Background: an optimization exercise with open tools, aiming at small area and a short achievable clock period. Do not read the settings as production practice.
The RTL was checked by simulation tests, not by an equivalence proof against the original design.

===== design/flow/flow/run.sh =====
#!/bin/bash
# Layout flow: the standard synthesis, then the combinational logic of
# that netlist re-mapped by ABC with an area-oriented script (registers,
# their names and cell types untouched), then the standard layout.
set -euo pipefail
W=$PWD
R=$W/orfs/results/$FLOW_PLATFORM/serpent_inv_top/base
LIB=$FLOW_HOME/platforms/$FLOW_PLATFORM/lib/sky130_fd_sc_hd__tt_025C_1v80.lib

bash standard.sh synth > $W/std_synth.log 2>&1
cp $R/1_2_yosys.v $W/std_1_2_yosys.v

cat > $W/remap.ys <<EOT
read_liberty -ignore_miss_func $LIB
read_verilog $W/std_1_2_yosys.v
hierarchy -top $FLOW_TOP
setattr -mod -set keep_hierarchy 1 sky130_fd_sc_hd__df* sky130_fd_sc_hd__edf*
flatten
opt_clean
techmap
opt -fast
abc -script $W/flow/remap.abc -liberty $LIB $(cat $W/flow/dontuse.txt)
opt_clean -purge
hilomap -singleton -hicell sky130_fd_sc_hd__conb_1 HI -locell sky130_fd_sc_hd__conb_1 LO
splitnets
opt_clean -purge
delete sky130_fd_sc_hd__*
read_liberty -lib -ignore_miss_func $LIB
tee -o $W/remap_stat.txt stat -liberty $LIB
check -assert
write_verilog -noattr -noexpr -nohex -nodec $W/remap_1_2_yosys.v
EOT
yosys -l $W/remap.log -q $W/remap.ys > /dev/null 2>&1

# hand the re-mapped netlist to the standard flow in place of its own
cp $W/remap_1_2_yosys.v $R/1_2_yosys.v
touch $R/1_2_yosys.v
bash standard.sh finish > $W/std_layout.log 2>&1

===== design/flow/flow/dontuse.txt =====
-dont_use sky130_fd_sc_hd__lpflow_bleeder_1 -dont_use sky130_fd_sc_hd__lpflow_clkbufkapwr_1 -dont_use sky130_fd_sc_hd__lpflow_clkbufkapwr_16 -dont_use sky130_fd_sc_hd__lpflow_clkbufkapwr_2 -dont_use sky130_fd_sc_hd__lpflow_clkbufkapwr_4 -dont_use sky130_fd_sc_hd__lpflow_clkbufkapwr_8 -dont_use sky130_fd_sc_hd__lpflow_clkinvkapwr_1 -dont_use sky130_fd_sc_hd__lpflow_clkinvkapwr_16 -dont_use sky130_fd_sc_hd__lpflow_clkinvkapwr_2 -dont_use sky130_fd_sc_hd__lpflow_clkinvkapwr_4 -dont_use sky130_fd_sc_hd__lpflow_clkinvkapwr_8 -dont_use sky130_fd_sc_hd__lpflow_decapkapwr_12 -dont_use sky130_fd_sc_hd__lpflow_decapkapwr_3 -dont_use sky130_fd_sc_hd__lpflow_decapkapwr_4 -dont_use sky130_fd_sc_hd__lpflow_decapkapwr_6 -dont_use sky130_fd_sc_hd__lpflow_decapkapwr_8 -dont_use sky130_fd_sc_hd__lpflow_inputiso0n_1 -dont_use sky130_fd_sc_hd__lpflow_inputiso0p_1 -dont_use sky130_fd_sc_hd__lpflow_inputiso1n_1 -dont_use sky130_fd_sc_hd__lpflow_inputiso1p_1 -dont_use sky130_fd_sc_hd__lpflow_inputisolatch_1 -dont_use sky130_fd_sc_hd__lpflow_isobufsrc_1 -dont_use sky130_fd_sc_hd__lpflow_isobufsrc_16 -dont_use sky130_fd_sc_hd__lpflow_isobufsrc_2 -dont_use sky130_fd_sc_hd__lpflow_isobufsrc_4 -dont_use sky130_fd_sc_hd__lpflow_isobufsrc_8 -dont_use sky130_fd_sc_hd__lpflow_isobufsrckapwr_16 -dont_use sky130_fd_sc_hd__lpflow_lsbuf_lh_hl_isowell_tap_1 -dont_use sky130_fd_sc_hd__lpflow_lsbuf_lh_hl_isowell_tap_2 -dont_use sky130_fd_sc_hd__lpflow_lsbuf_lh_hl_isowell_tap_4 -dont_use sky130_fd_sc_hd__lpflow_lsbuf_lh_isowell_4 -dont_use sky130_fd_sc_hd__lpflow_lsbuf_lh_isowell_tap_1 -dont_use sky130_fd_sc_hd__lpflow_lsbuf_lh_isowell_tap_2 -dont_use sky130_fd_sc_hd__lpflow_lsbuf_lh_isowell_tap_4 -dont_use sky130_fd_sc_hd__probe_p_8 -dont_use sky130_fd_sc_hd__probec_p_8 

===== design/flow/flow/remap.abc =====
strash
dch -f
map -a
topo

===== design/flow/standard.sh =====
#!/bin/bash
# synth_recipe.tcl (not shown) runs the flow's synth.tcl, then flattens the netlist and writes it again
# the make line also repeats each setting of config.mk as NAME=value (left out here)
make -C /OpenROAD-flow-scripts/flow DESIGN_CONFIG=/design/flow/config.mk WORK_HOME=/design/flow/orfs CLKGATE_MAP_FILE= SYNTH_SCRIPT=/design/flow/synth_recipe.tcl "${@:-finish}"

===== design/flow/config.mk =====
export PLATFORM = sky130hd
export DESIGN_NAME = serpent_inv_top
export DESIGN_NICKNAME = serpent_inv_top
export VERILOG_FILES = /design/flow/design.v
export SDC_FILE = /design/flow/constraint.sdc
export NUM_CORES = 4
export LEC_CHECK = 0
export CAP_MARGIN = 20
export CORE_MARGIN = 2
export CORE_UTILIZATION = 45
export CTS_CLUSTER_DIAMETER = 100
export CTS_CLUSTER_SIZE = 30
export SETUP_SLACK_MARGIN = 1.6
export SLEW_MARGIN = 20

===== design/flow/constraint.sdc =====
create_clock -name core_clock -period 3.7 [get_ports {clk}]
set_input_delay 0.7400 -clock core_clock [delete_from_list [all_inputs] [get_ports {clk}]]
set_output_delay 0.7400 -clock core_clock [all_outputs]
set_load 0.01 [all_outputs]

===== design/flow/design.v =====
package serpent_inv_pkg;
	typedef logic [128-1:0] block_t;
	typedef logic [128-1:0] round_key_t;
	typedef logic [3:0] key_index_t;
	typedef logic [3:0] nibble_t;
	localparam logic [511:0] sbox_inv_table = {
		64'h241a7bc58fe9d603,  
		64'hb8c27e940635d1af,  
		64'h0ac7356bed1492f8,  
		64'h1df46bc2e79a3805,  
		64'h1f842c53d6eb7a90,  
		64'h7a85d63021eb4f9c,  
		64'h0ad1974b3c6fe285,  
		64'h289f74e1c56a0b3d  
	};
	function automatic block_t inv_lt_a(input block_t s);
		logic [31:0] a, b, c, d;
		{d, c, b, a} = s;
		c = {c[21:0], c[31:22]} ^ d ^ {b[24:0], 7'h0};
		a = {a[4:0], a[31:5]} ^ b ^ d;
		inv_lt_a = {d, c, b, a};
	endfunction
	function automatic block_t inv_lt_b(input block_t s);
		logic [31:0] a, b, c, d;
		{d, c, b, a} = s;
		d = {d[6:0], d[31:7]} ^ c ^ {a[28:0], 3'h0};
		b = {b[0], b[31:1]} ^ a ^ c;
		c = {c[2:0], c[31:3]};
		a = {a[12:0], a[31:13]};
		inv_lt_b = {d, c, b, a};
	endfunction
endpackage
`timescale 1ns/1ps
module sbox_inv_layer #(
	parameter int SBOX_INDEX = 7
) (
	input  serpent_inv_pkg::block_t state_in,
	output serpent_inv_pkg::block_t state_out
);
	localparam int W = 32;
	localparam logic [63:0] T = serpent_inv_pkg::sbox_inv_table[64*SBOX_INDEX +: 64];
	for (genvar i = 0; i < W; i++)
	begin : gen_col
		logic [3:0] col_in;
		logic [3:0] col_out;
		assign col_in = {state_in[3*W + i], state_in[2*W + i], state_in[W + i], state_in[i]};
		always_comb
		begin
			col_out = 4'h0;
			for (int n = 0; n < 16; n++)
			begin
				if (col_in == 4'(n))
				begin
					col_out = T[4*n +: 4];
				end
			end
		end
		assign {state_out[3*W + i], state_out[2*W + i], state_out[W + i], state_out[i]} = col_out;
	end
endmodule
`timescale 1ns/1ps
module round_key_store (
	input  logic       clk,
	input  logic       arst_n,
	input  logic       key_we,
	input  serpent_inv_pkg::key_index_t key_index,
	input  serpent_inv_pkg::round_key_t key_data,
	output logic [9*128-1:0] keys
);
	logic [9-1:0] written;
	always_ff @(posedge clk or negedge arst_n)
	begin
		if (!arst_n)
		begin
			written <= '0;
		end
		else if (key_we && key_index < 9)
		begin
			written[key_index] <= 1'b1;
		end
	end
	for (genvar i = 0; i < 9; i++)
	begin : gen_entry
		serpent_inv_pkg::round_key_t value;
		always_ff @(posedge clk)
		begin
			if (key_we && key_index == 4'(i))
			begin
				value <= key_data;
			end
		end
		assign keys[i*128 +: 128] = value & {128{written[i]}};
	end
endmodule
`timescale 1ns/1ps
module serpent_inv_top (
	input  logic       clk,
	input  logic       arst_n,
	input  logic       in_valid,
	input  serpent_inv_pkg::block_t     in_block,
	input  logic       key_we,
	input  serpent_inv_pkg::key_index_t key_index,
	input  serpent_inv_pkg::round_key_t key_data,
	output logic       out_valid,
	output serpent_inv_pkg::block_t     out_block
);
	localparam int BW = 128;
	localparam int NS = 31;
	localparam logic [NS-1:0] CUTS = 31'b1010101010101010101010101010100;
	logic [9*BW-1:0] keys;
	round_key_store round_key_store_inst (
		.clk       (clk),
		.arst_n    (arst_n),
		.key_we    (key_we),
		.key_index (key_index),
		.key_data  (key_data),
		.keys      (keys)
	);
	logic [NS:0][BW-1:0] past;
	logic [NS-1:0][BW-1:0] at;
	logic [NS:0]         past_v;
	assign past[0]   = in_block;
	assign past_v[0] = in_valid;
	for (genvar i = 0; i < NS; i++)
	begin : gen_step
		localparam int KIND = (i == 0) ? 0 : (i == 1) ? 3 : (i == 2) ? 0 :
			((i - 3) % 4 == 0) ? 1 : ((i - 3) % 4 == 1) ? 2 : ((i - 3) % 4 == 2) ? 3 : 0;
		localparam int NUM = (i == 0) ? 8 : (i < 3) ? 7 : 6 - (i - 3) / 4;
		if (KIND == 0)
		begin : g_key
			assign at[i] = past[i] ^ keys[NUM*BW +: BW];
		end
		else if (KIND == 1)
		begin : g_lta
			assign at[i] = serpent_inv_pkg::inv_lt_a(past[i]);
		end
		else if (KIND == 2)
		begin : g_ltb
			assign at[i] = serpent_inv_pkg::inv_lt_b(past[i]);
		end
		else
		begin : g_sbox
			sbox_inv_layer #(
				.SBOX_INDEX(NUM)
			) sbox_inst (
				.state_in  (past[i]),
				.state_out (at[i])
			);
		end
		if (CUTS[i])
		begin : g_reg
			logic [BW-1:0] q;
			logic          qv;
			always_ff @(posedge clk or negedge arst_n)
			begin
				if (!arst_n)
				begin
					qv <= 1'b0;
				end
				else
				begin
					qv <= past_v[i];
				end
			end
			always_ff @(posedge clk)
			begin
				q <= at[i];
			end
			assign past[i+1]   = q;
			assign past_v[i+1] = qv;
		end
		else
		begin : g_wire
			assign past[i+1]   = at[i];
			assign past_v[i+1] = past_v[i];
		end
	end
	assign out_valid = past_v[NS];
	assign out_block = past[NS];
endmodule

==> results of run 1 <==
[per-stage QoR]
step                      hold WS [ps]  instances  cell area, um^2
final                              284      17500           146000
after CTS                          240      17300           145000
after global routing               291      17400           146000
after floorplan                    331      12700           130000
after detailed placement           336      17000           140000
after global placement             339      17000           140000
[state kept, by name, summed over array words and instances, names as in the netlist]
name / count
gen_step.g_reg.qv: 15
round_key_store_inst.written: 9
round_key_store_inst.gen_entry.value: 1152
gen_step.g_reg.q: 1920
[area by class of cell]
| type | instances | share of cell area, % |
|---|---|---|
| clock buffer | 198 | 2.61 |
| sequential | 3096 | 50.5 |
| antenna | 207 | 0.354 |
| clock inverter | 42 | 0.283 |
| tap | 3781 | 3.24 |
| multi-input combinational | 8473 | 36.4 |
| inverter | 1156 | 3.02 |
| timing repair buffer | 568 | 3.63 |
[critical path: stages, from the launching register on]
cell	delay (ps)
dfrtp_4	560
inv_8	120
buf_16	190
o21ai_1	150
clkinv_1	110
nor2_4	140
clkinv_2	120
nand3_1	100
o21ai_1	100
a221oi_2	350
xor2_1	170
[path summary, 6_finish.rpt]
check / slack (ps) / cells past startpoint / endpoint / from
worst max-delay path: 1500 / 10 / gen_step[2].g_reg.q[86] / round_key_store_inst.written[8]
worst min-delay path: 280 / 1 / gen_step[2].g_reg.qv / in_valid
worst max register to register: 1500 / 10 / gen_step[2].g_reg.q[86] / round_key_store_inst.written[8]
worst min register to register: 350 / 0 / gen_step[18].g_reg.qv / gen_step[16].g_reg.qv
max in group asynchronous: 2420 / 3 / round_key_store_inst.written[1] / arst_n
min in group asynchronous: 350 / 1 / round_key_store_inst.written[7] / arst_n
[per-layer routing]
metal | vias up | routed length (um)
met5 | - | 34
met4 | 6 | 40900
met3 | 1279 | 44800
met2 | 5453 | 240000
met1 | 46200 | 190000
li1 | 42900 | -
[repair_timing]
action,in CTS,in global routing
pin swaps,3,21
resized for setup,809,277
cloned,2,4
setup endpoints to repair,443,273
setup buffers,7,24
[layout by cell type (no fill, tap or decap), types with 183 or more instances in the layout]
cell type / instances
xor2_1: 2203
dfxtp_1: 1837
nand2_1: 1772
edfxtp_1: 1152
nor2_1: 1128
clkinv_1: 1098
xnor2_1: 1074
o21ai_0: 830
a21oi_1: 482
diode_2: 207
nand3_1: 199
clkdlybuf4s50_1: 183
==> impl_metrics.toml, run 1 <==
[clocking]
path_clk_slew_ps = 100
cts_tree = "done"
cts_root_buf = "clkbuf_16"
clock_path_buffers = 4
clk_latency_ps = 900
cts_buffers = 135
clock-sinks = 3096
htreeDepth = 4
ctsHoldBuffers = 0

[sta]
rsz0062_at_grt = "yes"
setup_ws_ps = 1500
slew_violations = 0
fin_crit_sh_pct = 59.4
relSlewSlack_pct = 19.6
timing_hold_violations_final = 0
fin_skew_ps = 68.0
worst_pin_slew_ps = 1210
max_freq_mhz = 455
tns_ps = 0
min_period_ps = 2200
finalSetupViolations = 0

[floorplanning]
core-area_um2 = 288000
die_y_um = 541
die_width_um = 541
pin_count = 393
row_count = 197
die-area_um2 = 293000
initial_core_util_pct = 45.2

[synth]
netlist_area_um2 = 130000
avgSynthCellArea_um2 = 10.2
yosysWarnings = 10
syn_nets = 13000
netlist_instances = 12700

[global_route]
use_met3_pct = 5.59
antenna_found_initial = 131
grt_pass1_vias = 87700
grt_max_degree = 102
grt_overflow = 0
grt_usage_pct = 34.1
use_met1_pct = 41.3
met2_usage_pct = 54.3
top_usage_layer = "met2"
grt_pass1_wl_um = 688000

[worst_setup_path]
endpoint_kind = "register"
cp.required_ps = 4530
path_max_fanout = 12
crit_arrival_ps = 3020
start_kind = "register"
critPathKind = "register to register"

[detailed_routing]
antenna_left = 1
dr.pass1.iters = 7
avgViaCountPerCell = 5.47
drt-initial-drc-count = 12700
num_vias = 95900
wire_per_inst_um = 29.4
drc = 0
drt-total-wl_um = 516000

[placed_design]
place.gp.congestion = 0.975
dp_hpwl_um = 377000
dp_slack_ps = 606
port_buffers = 392

[layout]
area_growth_pct = 12.5
final_nets = 13700
ff_latch_area_um2 = 73800
multi_input_area_um2 = 53300
fill_cells = 25600
drive_gt1_share_pct = 6.99
final_util_pct = 50.8

[run_status]
status = "finished with violations"
failed_checks = "antenna rules"

[flow_run]
max-cap-violations = 0

[worst_hold_path]
hp-class = "input port to register"
==> inputs of run 2 (changes only) <==
--- a/design/flow/design.v
+++ b/design/flow/design.v
@@ -84,10 +84,28 @@
 		serpent_inv_pkg::round_key_t value;
-		always_ff @(posedge clk)
-		begin
-			if (key_we && key_index == 4'(i))
+		if (i == 9 - 1)
+		begin : g_reset
+			always_ff @(posedge clk or negedge arst_n)
 			begin
-				value <= key_data;
+				if (!arst_n)
+				begin
+					value <= '0;
+				end
+				else if (key_we && key_index == 4'(i))
+				begin
+					value <= key_data;
+				end
 			end
+			assign keys[i*128 +: 128] = value;
 		end
-		assign keys[i*128 +: 128] = value & {128{written[i]}};
+		else
+		begin : g_flag
+			always_ff @(posedge clk)
+			begin
+				if (key_we && key_index == 4'(i))
+				begin
+					value <= key_data;
+				end
+			end
+			assign keys[i*128 +: 128] = value & {128{written[i]}};
+		end
 	end
--- a/design/flow/config.mk
+++ b/design/flow/config.mk
@@ -10,5 +10,5 @@
 export CORE_UTILIZATION = 45
-export CTS_CLUSTER_DIAMETER = 100
-export CTS_CLUSTER_SIZE = 30
-export SETUP_SLACK_MARGIN = 1.6
+export CTS_CLUSTER_DIAMETER = 80
+export CTS_CLUSTER_SIZE = 22
+export SETUP_SLACK_MARGIN = 1.5
 export SLEW_MARGIN = 20
==> run 2 against run 1 <==
  * Still fails the layout checks on antenna rules
  * Via count grew 0.44%
  * First-iteration DRC count shrank 1.5%
  * Synthesized area is essentially flat
  * Design area shrank 0.14%
  * Clock skew shrank 8.2 ps
  * Die area is essentially flat
  * Fmax shrank 1.5%
  * Global-route usage is essentially flat
  * Critical path type unchanged
  * Highest routed layer unchanged
==> impl_metrics.toml, run 2 <==
[run_status]
status = "finished with violations"
failed_checks = "antenna rules"

[worst_setup_path]
path_max_fanout = 3
crit_top_cell = "xor2_1"
crit_buf_inv = 0
cp_top_family = "XOR/XNOR gates"
critPathMaxStageDelay_ps = 610
cpMaxStageDelayCell = "xor2_1"
endpoint_kind = "register"
path_depth = 3
path_cells = "xnor2_1 > xor2_1 > xor2_1"
reg2regPathDepth = 3
critPathKind = "register to register"
crit_arrival_ps = 2960
start_kind = "register"
cp.required_ps = 4430

[floorplanning]
pin_count = 393
die-area_um2 = 293000
core-area_um2 = 288000
die_width_um = 542
initial_core_util_pct = 45.2
die_y_um = 542
row_count = 197

[global_route]
grt_overflow = 0
grt_pass1_vias = 89400
grt_usage_pct = 34.1
grt_max_degree = 83
antenna_found_initial = 118
grt_pass1_wl_um = 691000

[layout]
final_nets = 13800
postLayoutCellArea_um2 = 146000
final_cells = 17700
largest_reg_flops = 1920
area_growth_pct = 12.3
largest_register = "gen_step.g_reg.q"
final_common_cell = "xor2_1"
final_cell_mix = "xor2_1 (2,160), nand2_1 (1,919), dfxtp_1 (1,900)"
drive_gt1_share_pct = 6.22
largestRegisters = "gen_step.g_reg.q: 1920 flops, round_key_store_inst.gen_entry.value: 1152 flops, gen_step.g_reg.qv: 15 flops"

[clocking]
clock-sinks = 3095
path_clk_slew_ps = 90
cts_root_buf = "clkbuf_16"
htreeDepth = 4
cts_tree = "done"
clk_latency_ps = 920
clock_path_buffers = 4
cts_buffers = 180

[sta]
timing_hold_violations_final = 0
setup_ws_ps = 1470
rsz0062_at_grt = "yes"
finalSetupViolations = 0
relSlewSlack_pct = 14.8
max_freq_mhz = 448
slew_violations = 0
worst_pin_slew_ps = 1270
whs_ps = 295
fin_skew_ps = 59.8
fin_crit_sh_pct = 60.3
min_period_ps = 2230

[synth]
yosysWarnings = 10
avgSynthCellArea_um2 = 10.2
netlist_instances = 12800
syn_nets = 13000
netlist_area_um2 = 130000

[placed_design]
place.gp.congestion = 0.982
dp_hpwl_um = 381000
dp_slack_ps = 500
dpl_cell_area_um2 = 140000
dp_cells = 17100
port_buffers = 392

[worst_hold_path]
min_path_cells = 1
hp-class = "input port to register"

[detailed_routing]
avgViaCountPerCell = 5.45
wire_per_inst_um = 29.0
dr.pass1.iters = 8
num_vias = 96300
drt-initial-drc-count = 12500
drc = 0
drt-total-wl_um = 514000
antenna_left = 1

[flow_run]
max-cap-violations = 0
## run 2: final cells by class
class | count | area (um^2)
Sequential cell | 3095 | 73000
Inverter | 1033 | 3950
Clock buffer | 271 | 5080
Tap cell | 3781 | 4730
Multi-Input combinational cell | 8648 | 53400
Timing Repair Buffer | 556 | 4670
Fill cell | 25800 | 142000
Antenna cell | 248 | 621
Clock inverter | 56 | 576
## run 2: worst paths after layout
kind / to / start / slack, ps
hold / removal: gen_step[2].g_reg.qv / in_valid / 300
hold reg to reg: gen_step[24].g_reg.qv / gen_step[22].g_reg.qv / 350
setup / recovery: gen_step[16].g_reg.q[113] / gen_step[14].g_reg.q[42] / 1470
setup reg to reg: gen_step[16].g_reg.q[113] / gen_step[14].g_reg.q[42] / 1470
max in group asynchronous: gen_step[22].g_reg.qv / arst_n / 2370
min in group asynchronous: round_key_store_inst.written[5] / arst_n / 350
## run 2: worst register-to-register path, delay by kind of cell (launching register included)
family | cells | cell delay (ps)
xor+xnor | 3 | 1650
flops | 1 | 400
## run 2: per-stage QoR
stage	setup TNS (ps)	utilization (%)
CTS	0	50.5
global placement	0	48.7
floorplan	-664090	-
global route	0	50.6
detailed placement	0	48.7
finish	0	50.8
## run 2: repair_timing
item | 4_1_cts | 5_1_grt
hold buffers | 1 | 0
resized for setup | 546 | 5
buffers inserted | 0 | 4
pin swaps | 0 | 1
setup endpoints to repair | 148 | 45
hold endpoints to repair | 58 | 0
## run 2: routing by layer
layer  track usage (%)  vias up  wire (um)
met2              53.9     5291     240000
li1                  -    43400          -
met1              40.9    46300     190000
met5                 0        -         99
met4              27.9       12      40600
met3              5.84     1336      42900
==> inputs of run 3 (changes only) <==
--- a/design/flow/flow/run.sh
+++ b/design/flow/flow/run.sh
@@ -37,2 +37,4 @@
 touch $R/1_2_yosys.v
+# more rounds of antenna repair after detailed routing than the default 5
+echo "export MAX_REPAIR_ANTENNAS_ITER_DRT = 12" >> $W/config.mk
 bash standard.sh finish > $W/std_layout.log 2>&1
--- a/design/flow/config.mk
+++ b/design/flow/config.mk
@@ -14 +14,2 @@
 export SLEW_MARGIN = 20
+export MAX_REPAIR_ANTENNAS_ITER_DRT = 12
==> run 3 against run 2 <==
  * The run now finishes clean
  * Critical endpoint unchanged
  * Core utilization barely moved
  * Highest routed layer unchanged
  * Largest cell class unchanged
  * Via count did not move
==> impl_metrics.toml, run 3 <==
[sta]
finalSetupViolations = 0
fin_crit_sh_pct = 60.3
relSlewSlack_pct = 14.8
whs_ps = 295
rsz0062_at_grt = "yes"
max_freq_mhz = 448
worst_pin_slew_ps = 1270
timing_hold_violations_final = 0
slew_violations = 0
fin_skew_ps = 59.8
min_period_ps = 2230

[worst_setup_path]
critPathMaxStageDelay_ps = 610
path_max_fanout = 3
cp.required_ps = 4430
path_cells = "xnor2_1 > xor2_1 > xor2_1"
critPathKind = "register to register"
timing.reg2reg.setup_slack_ps = 1470
start_kind = "register"
crit_top_cell = "xor2_1"
cpMaxStageDelayCell = "xor2_1"
endpoint_kind = "register"
crit_arrival_ps = 2960

[floorplanning]
die_y_um = 542
die-area_um2 = 293000
die_width_um = 542
core-area_um2 = 288000
row_count = 197
initial_core_util_pct = 45.2
pin_count = 393

[clocking]
clock-sinks = 3095
clock_path_buffers = 4
cts_buffers = 180
path_clk_slew_ps = 90
htreeDepth = 4
cts_root_buf = "clkbuf_16"
cts_tree = "done"
clk_latency_ps = 920

[worst_hold_path]
hp-class = "input port to register"

[detailed_routing]
antenna_left = 0
wire_per_inst_um = 29.0
drt-initial-drc-count = 12500
drt-total-wl_um = 514000
drc = 0
dr.pass1.iters = 8
num_vias = 96300
avgViaCountPerCell = 5.44

[synth]
netlist_area_um2 = 130000
avgSynthCellArea_um2 = 10.2
syn_nets = 13000
netlist_instances = 12800
yosysWarnings = 10

[layout]
area_growth_pct = 12.3
final_nets = 13800
largestRegisters = "gen_step.g_reg.q: 1920 flops, round_key_store_inst.gen_entry.value: 1152 flops, gen_step.g_reg.qv: 15 flops"
final_util_pct = 50.8
final_cell_mix = "xor2_1 (2,160), nand2_1 (1,919), dfxtp_1 (1,900)"
largest_register = "gen_step.g_reg.q"
final_common_cell = "xor2_1"
drive_gt1_share_pct = 6.22
largest_reg_flops = 1920

[placed_design]
dp_hpwl_um = 381000
place.gp.congestion = 0.982
port_buffers = 392

[global_route]
grt_pass1_vias = 89400
antenna_found_initial = 118
grt_max_degree = 83
grt_pass1_wl_um = 691000
grt_overflow = 0
grt_usage_pct = 34.1

[run_status]
status = "finished clean"

[flow_run]
max-cap-violations = 0
## run 3: what timing repair did
item | CTS | global route
endpoints found under the hold margin | 58 | 0
cloned | 0 | 0
hold buffers | 1 | 0
setup buffers | 0 | 4
pin swaps | 0 | 1
resized for setup | 546 | 5
endpoints found under the setup margin | 148 | 45
## run 3: final timing paths
path                                              endpoint                     start  depth (start not counted)
setup / recovery                 gen_step[16].g_reg.q[113]  gen_step[14].g_reg.q[42]                          3
hold / removal                        gen_step[2].g_reg.qv                  in_valid                          1
setup reg to reg                 gen_step[16].g_reg.q[113]  gen_step[14].g_reg.q[42]                          3
hold reg to reg                      gen_step[24].g_reg.qv     gen_step[22].g_reg.qv                          0
max in group asynchronous            gen_step[22].g_reg.qv                    arst_n                          3
min in group asynchronous  round_key_store_inst.written[5]                    arst_n                          2
## run 3: layer usage
| layer | global-route usage, % | share of wire [%] | vias up |
|---|---|---|---|
| met4 | 27.9 | 7.9 | 12 |
| met3 | 5.84 | 8.3 | 1335 |
| met1 | 40.9 | 37 | 46300 |
| li1 | - | - | 43400 |
| met2 | 53.9 | 47 | 5287 |
| met5 | 0 | 0.019 | - |
## run 3: worst max-delay path, delay by kind of cell (launching register included)
kind,cells,cell delay (ps)
XOR/XNOR,3,1640
flip-flops,1,400
## run 3: metrics by stage
step / setup TNS (ps) / setup slack, ps / instance area, um^2 / std cells
after floorplan: -664090 / -3090 / 130000 / 12800
after global placement: 0 / 542 / 140000 / 17100
after detailed placement: 0 / 500 / 140000 / 17100
after CTS: 0 / 1390 / 145000 / 17400
after global routing: 0 / 1480 / 146000 / 17500
final: 0 / 1470 / 146000 / 17700
## run 3: layout make-up
class / count / area, um^2
fillers: 25800 / 142000
flip-flops and latches: 3095 / 73000
multi-input cells: 8648 / 53400
clock buffers: 271 / 5080
well taps: 3781 / 4730
repair buffers: 556 / 4670
inverters: 1033 / 3950
diodes: 251 / 628
clock inverters: 56 / 576
==> inputs of run 4 (changes only) <==
--- a/design/flow/config.mk
+++ b/design/flow/config.mk
@@ -9,3 +9,3 @@
 export CORE_MARGIN = 2
-export CORE_UTILIZATION = 45
+export CORE_UTILIZATION = 55
 export CTS_CLUSTER_DIAMETER = 80
==> run 4 against run 3 <==
  * Still clean on timing, DRC and antenna
  * Sequential share of layout area increased by 0.13 points
  * Routed wire length decreased by 0.96%
  * Critical path depth increased by 1
  * Flip-flop and latch count unchanged
  * Register-to-register slack got worse by 30 ps
  * Synthesized cell count unchanged
==> impl_metrics.toml, run 4 <==
[placed_design]
port_buffers = 392
dp_hpwl_um = 377000
place.gp.congestion = 0.977

[floorplanning]
die_y_um = 490
row_count = 178
pin_count = 393
die_width_um = 490
initial_core_util_pct = 55.3
core-area_um2 = 235000
die-area_um2 = 240000

[layout]
largestRegisters = "gen_step.g_reg.q: 1920 flops, round_key_store_inst.gen_entry.value: 1152 flops, gen_step.g_reg.qv: 15 flops"
final_nets = 13800
final_common_cell = "xor2_1"
largest_register = "gen_step.g_reg.q"
largest_reg_flops = 1920
ff_latch_area_um2 = 73000
fill_cells = 19500
final_cell_mix = "xor2_1 (2,162), nand2_1 (1,919), dfxtp_1 (1,895)"
area_growth_pct = 12.0
drive_gt1_share_pct = 5.71
multi_input_area_um2 = 53400
final_util_pct = 61.9

[sta]
fin_crit_sh_pct = 61.1
tns_ps = 0
worst_pin_slew_ps = 1280
fin_skew_ps = 40.6
rsz0062_at_grt = "no"
relSlewSlack_pct = 14.4
slew_violations = 0
timing_hold_violations_final = 0
min_period_ps = 2260
finalSetupViolations = 0
max_freq_mhz = 443

[clocking]
cts_root_buf = "clkbuf_16"
htreeDepth = 4
clock-sinks = 3095
clock_path_buffers = 3
clk_latency_ps = 890
cts_buffers = 166
cts_tree = "done"
path_clk_slew_ps = 90

[worst_setup_path]
critPathKind = "register to register"
timing.reg2reg.setup_slack_ps = 1440
path_max_fanout = 3
cp.required_ps = 4440
start_kind = "register"
crit_arrival_ps = 3000
endpoint_kind = "register"

[global_route]
grt_overflow = 0
grt_pass1_vias = 88800
grt_usage_pct = 41.0
grt_max_degree = 79
grt_pass1_wl_um = 681000
antenna_found_initial = 112

[synth]
syn_nets = 13000
avgSynthCellArea_um2 = 10.2
netlist_area_um2 = 130000
netlist_instances = 12800
yosysWarnings = 10

[detailed_routing]
avgViaCountPerCell = 5.77
num_vias = 98700
antenna_left = 0
drc = 0
drt-total-wl_um = 509000
dr.pass1.iters = 8
wire_per_inst_um = 29.8
drt-initial-drc-count = 13000

[worst_hold_path]
hp-class = "input port to register"

[run_status]
status = "finished clean"

[flow_run]
max-cap-violations = 0
[run 4: layout make-up]
type / instances / area share (%)
clock buffers: 271 / 3.31
inverters: 1033 / 2.71
flip-flops and latches: 3095 / 50.1
well taps: 3150 / 2.71
diodes: 279 / 0.479
multi-input cells: 8648 / 36.6
repair buffers: 586 / 3.74
clock inverters: 36 / 0.276
[run 4: worst paths after layout]
| kind | from | depth (start not counted) | to |
|---|---|---|---|
| setup / recovery | gen_step[10].g_reg.q[50] | 4 | gen_step[12].g_reg.q[121] |
| hold reg to reg | gen_step[22].g_reg.qv | 0 | gen_step[24].g_reg.qv |
| max in group asynchronous | arst_n | 3 | round_key_store_inst.gen_entry[8].value[55] |
| hold / removal | in_valid | 1 | gen_step[2].g_reg.qv |
| setup reg to reg | gen_step[10].g_reg.q[50] | 4 | gen_step[12].g_reg.q[121] |
| min in group asynchronous | arst_n | 2 | gen_step[2].g_reg.qv |
[run 4: per-stage QoR]
stage / area [um^2] / setup slack, ps / std cells / hold WS [ps]
floorplan: 130000 / -3090 / 12800 / 331
CTS: 145000 / 1380 / 16800 / 286
detailed placement: 140000 / 500 / 16500 / 336
finish: 146000 / 1440 / 17100 / 321
global route: 145000 / 1500 / 16900 / 314
global placement: 140000 / 535 / 16500 / 335
[run 4: worst max-delay path, cell delays in order (launching register included)]
cell and delay [ps]:
dfxtp_1 610, xnor2_1 130, xnor2_1 830, xnor2_1 220, xor2_1 330
[run 4: timing repair]
action,CTS,global route
hold buffers,1,0
resized for setup,418,19
hold endpoints to repair,55,0
endpoints found under the setup margin,172,32
gates cloned,0,0
setup buffers,1,3
[run 4: per-layer routing]
layer	GRT usage (%)	up-vias	part of all wire, %
met4	33.7	10	7.9
met5	0	-	0.014
met3	10.1	1521	11
met1	49.2	47200	36
met2	62.6	6498	46
li1	-	43400	-
==> inputs of run 5 (changes only) <==
--- a/design/flow/config.mk
+++ b/design/flow/config.mk
@@ -9,6 +9,6 @@
 export CORE_MARGIN = 2
-export CORE_UTILIZATION = 55
-export CTS_CLUSTER_DIAMETER = 80
-export CTS_CLUSTER_SIZE = 22
-export SETUP_SLACK_MARGIN = 1.5
+export CORE_UTILIZATION = 50
+export CTS_CLUSTER_DIAMETER = 90
+export CTS_CLUSTER_SIZE = 26
+export SETUP_SLACK_MARGIN = 1.6
 export SLEW_MARGIN = 20
==> run 5 against run 4 <==
  * Worst hold slack improved by 27 ps
  * Highest routed layer unchanged
  * Core utilization down 6.0 points
  * Flip-flop and latch count is the same
==> impl_metrics.toml, run 5 <==
[sta]
fin_crit_sh_pct = 60.4
rsz0062_at_grt = "yes"
slew_violations = 0
min_period_ps = 2230
whs_ps = 349
fin_skew_ps = 38.6
finalSetupViolations = 0
timing_hold_violations_final = 0
relSlewSlack_pct = 13.6
worst_pin_slew_ps = 1300
max_freq_mhz = 448

[global_route]
grt_max_degree = 83
grt_usage_pct = 37.8
antenna_found_initial = 125
grt_overflow = 0
grt_pass1_wl_um = 686000
grt_pass1_vias = 88700

[worst_setup_path]
crit_buf_inv = 1
start_kind = "register"
critPathKind = "register to output pin"
path_max_fanout = 1
cpMaxStageDelayCell = "dfrtp_2"
path_cells = "buf_6"
endpoint_kind = "output pin"
crit_arrival_ps = 1490
critPathMaxStageDelay_ps = 490
cp.required_ps = 2960
cp_top_family = "flip-flops"

[synth]
yosysWarnings = 10
avgSynthCellArea_um2 = 10.2
netlist_instances = 12800
syn_nets = 13000
netlist_area_um2 = 130000

[placed_design]
dp_cells = 16800
place.gp.congestion = 0.978
port_buffers = 392
dp_hpwl_um = 379000

[floorplanning]
pin_count = 393
die_y_um = 514
die_width_um = 514
initial_core_util_pct = 50.2
die-area_um2 = 264000
core-area_um2 = 259000
row_count = 187

[clocking]
clock-sinks = 3095
cts_root_buf = "clkbuf_16"
cts_buffers = 145
clock_path_buffers = 3
htreeDepth = 4
cts_tree = "done"
clk_latency_ps = 860
path_clk_slew_ps = 90

[detailed_routing]
avgViaCountPerCell = 5.62
antenna_left = 0
drt-initial-drc-count = 12600
drt-total-wl_um = 512000
wire_per_inst_um = 29.7
dr.pass1.iters = 12
num_vias = 97000
drc = 0

[layout]
final_util_pct = 56.0
final_cells = 17300
largestRegisters = "gen_step.g_reg.q: 1920 flops, round_key_store_inst.gen_entry.value: 1152 flops, gen_step.g_reg.qv: 15 flops"
final_cell_mix = "xor2_1 (2,152), nand2_1 (1,919), dfxtp_1 (1,877)"
area_growth_pct = 11.6
largest_reg_flops = 1920
final_common_cell = "xor2_1"
final_nets = 13800
largest_register = "gen_step.g_reg.q"
drive_gt1_share_pct = 6.20

[run_status]
status = "finished clean"

[flow_run]
max-cap-violations = 0

[worst_hold_path]
hp-class = "register to register"
## run 5: cell types whose count changed in the layout (fill, tap and decap cells not counted), sizes merged, moves of 2 or more
cell / delta
clkbuf: -40
clkdlybuf4s15: -70
clkinv: -6
diode: -42
buf: +99
clkdlybuf4s50: -19
dlygate4sd2: -2
## run 5: area by class of cell
cell class	count	area, um^2
Antenna cell	237	593
Sequential cell	3095	73100
Timing Repair Buffer	590	5180
Clock inverter	30	359
Tap cell	3402	4260
Fill cell	22600	114000
Multi-Input combinational cell	8648	53500
Inverter	1033	3950
Clock buffer	236	4260
## run 5: per-layer routing
layer	part of all wire, %	vias to the layer above	routed length [um]	track usage (%)
met5	0.019	-	98	0
met1	36	46800	185000	44.9
met3	8.9	1392	45700	6.93
met4	8.3	14	42600	30.7
met2	47	5539	239000	60.0
li1	-	43300	-	-
## run 5: final timing paths
| path | slack [ps] | startpoint | to | cells past startpoint |
|---|---|---|---|---|
| worst max-delay path | 1470 | gen_step[30].g_reg.qv | out_valid | 1 |
| max in group asynchronous | 2360 | arst_n | round_key_store_inst.gen_entry[8].value[48] | 3 |
| worst min-delay path | 350 | gen_step[22].g_reg.qv | gen_step[24].g_reg.qv | 0 |
| worst min register to register | 350 | gen_step[22].g_reg.qv | gen_step[24].g_reg.qv | 0 |
| min in group asynchronous | 420 | arst_n | round_key_store_inst.written[5] | 2 |
| worst max register to register | 1480 | gen_step[10].g_reg.q[59] | gen_step[12].g_reg.q[126] | 4 |
## run 5: timing repair
action / CTS / global route
setup endpoints to repair: 665 / 146
resized for setup: 584 / 20
endpoints found under the hold margin: 46 / 0
hold buffers: 1 / 0
pin swaps: 2 / 1
cloned: 0 / 0
buffers inserted: 4 / 10
## run 5: per-stage QoR
| stage | TNS [ps] | area, um^2 | worst slack, ps |
|---|---|---|---|
| 2_1_floorplan | -664090 | 130000 | -3090 |
| 3_3_place_gp | 0 | 140000 | 557 |
| 3_5_place_dp | 0 | 140000 | 503 |
| 4_1_cts | 0 | 144000 | 1400 |
| 5_1_grt | 0 | 145000 | 1410 |
| 6_report | 0 | 145000 | 1470 |

afterwards: timing with drivers on the ports:
The results above use ideal ports. As a check the final layouts listed here were re-extracted and re-timed, cells and wires unchanged.
Step 1 assumes that a clkbuf_16 drives the clock port and a buf_2 every other input.
Step 2 also shifts input and output timing later by t, the mid clock arrival at the registers, as if the neighbouring blocks saw the same clock.
Three values: no drivers, after step 1, after step 2; two values: the first two.
run	shift t [ns]	setup slack, ns	clock arrival spread, ns
run 1	0.972	1.503 / 1.462 / 0.719	0.069 / 0.069
run 2	0.987	1.469 / 1.455 / 0.608	0.062 / 0.062
run 3	0.987	1.469 / 1.455 / 0.608	0.062 / 0.062
run 4	0.974	1.441 / 1.412 / 0.586	0.050 / 0.050
run 5	0.951	1.467 / 1.359 / 0.678	0.046 / 0.046
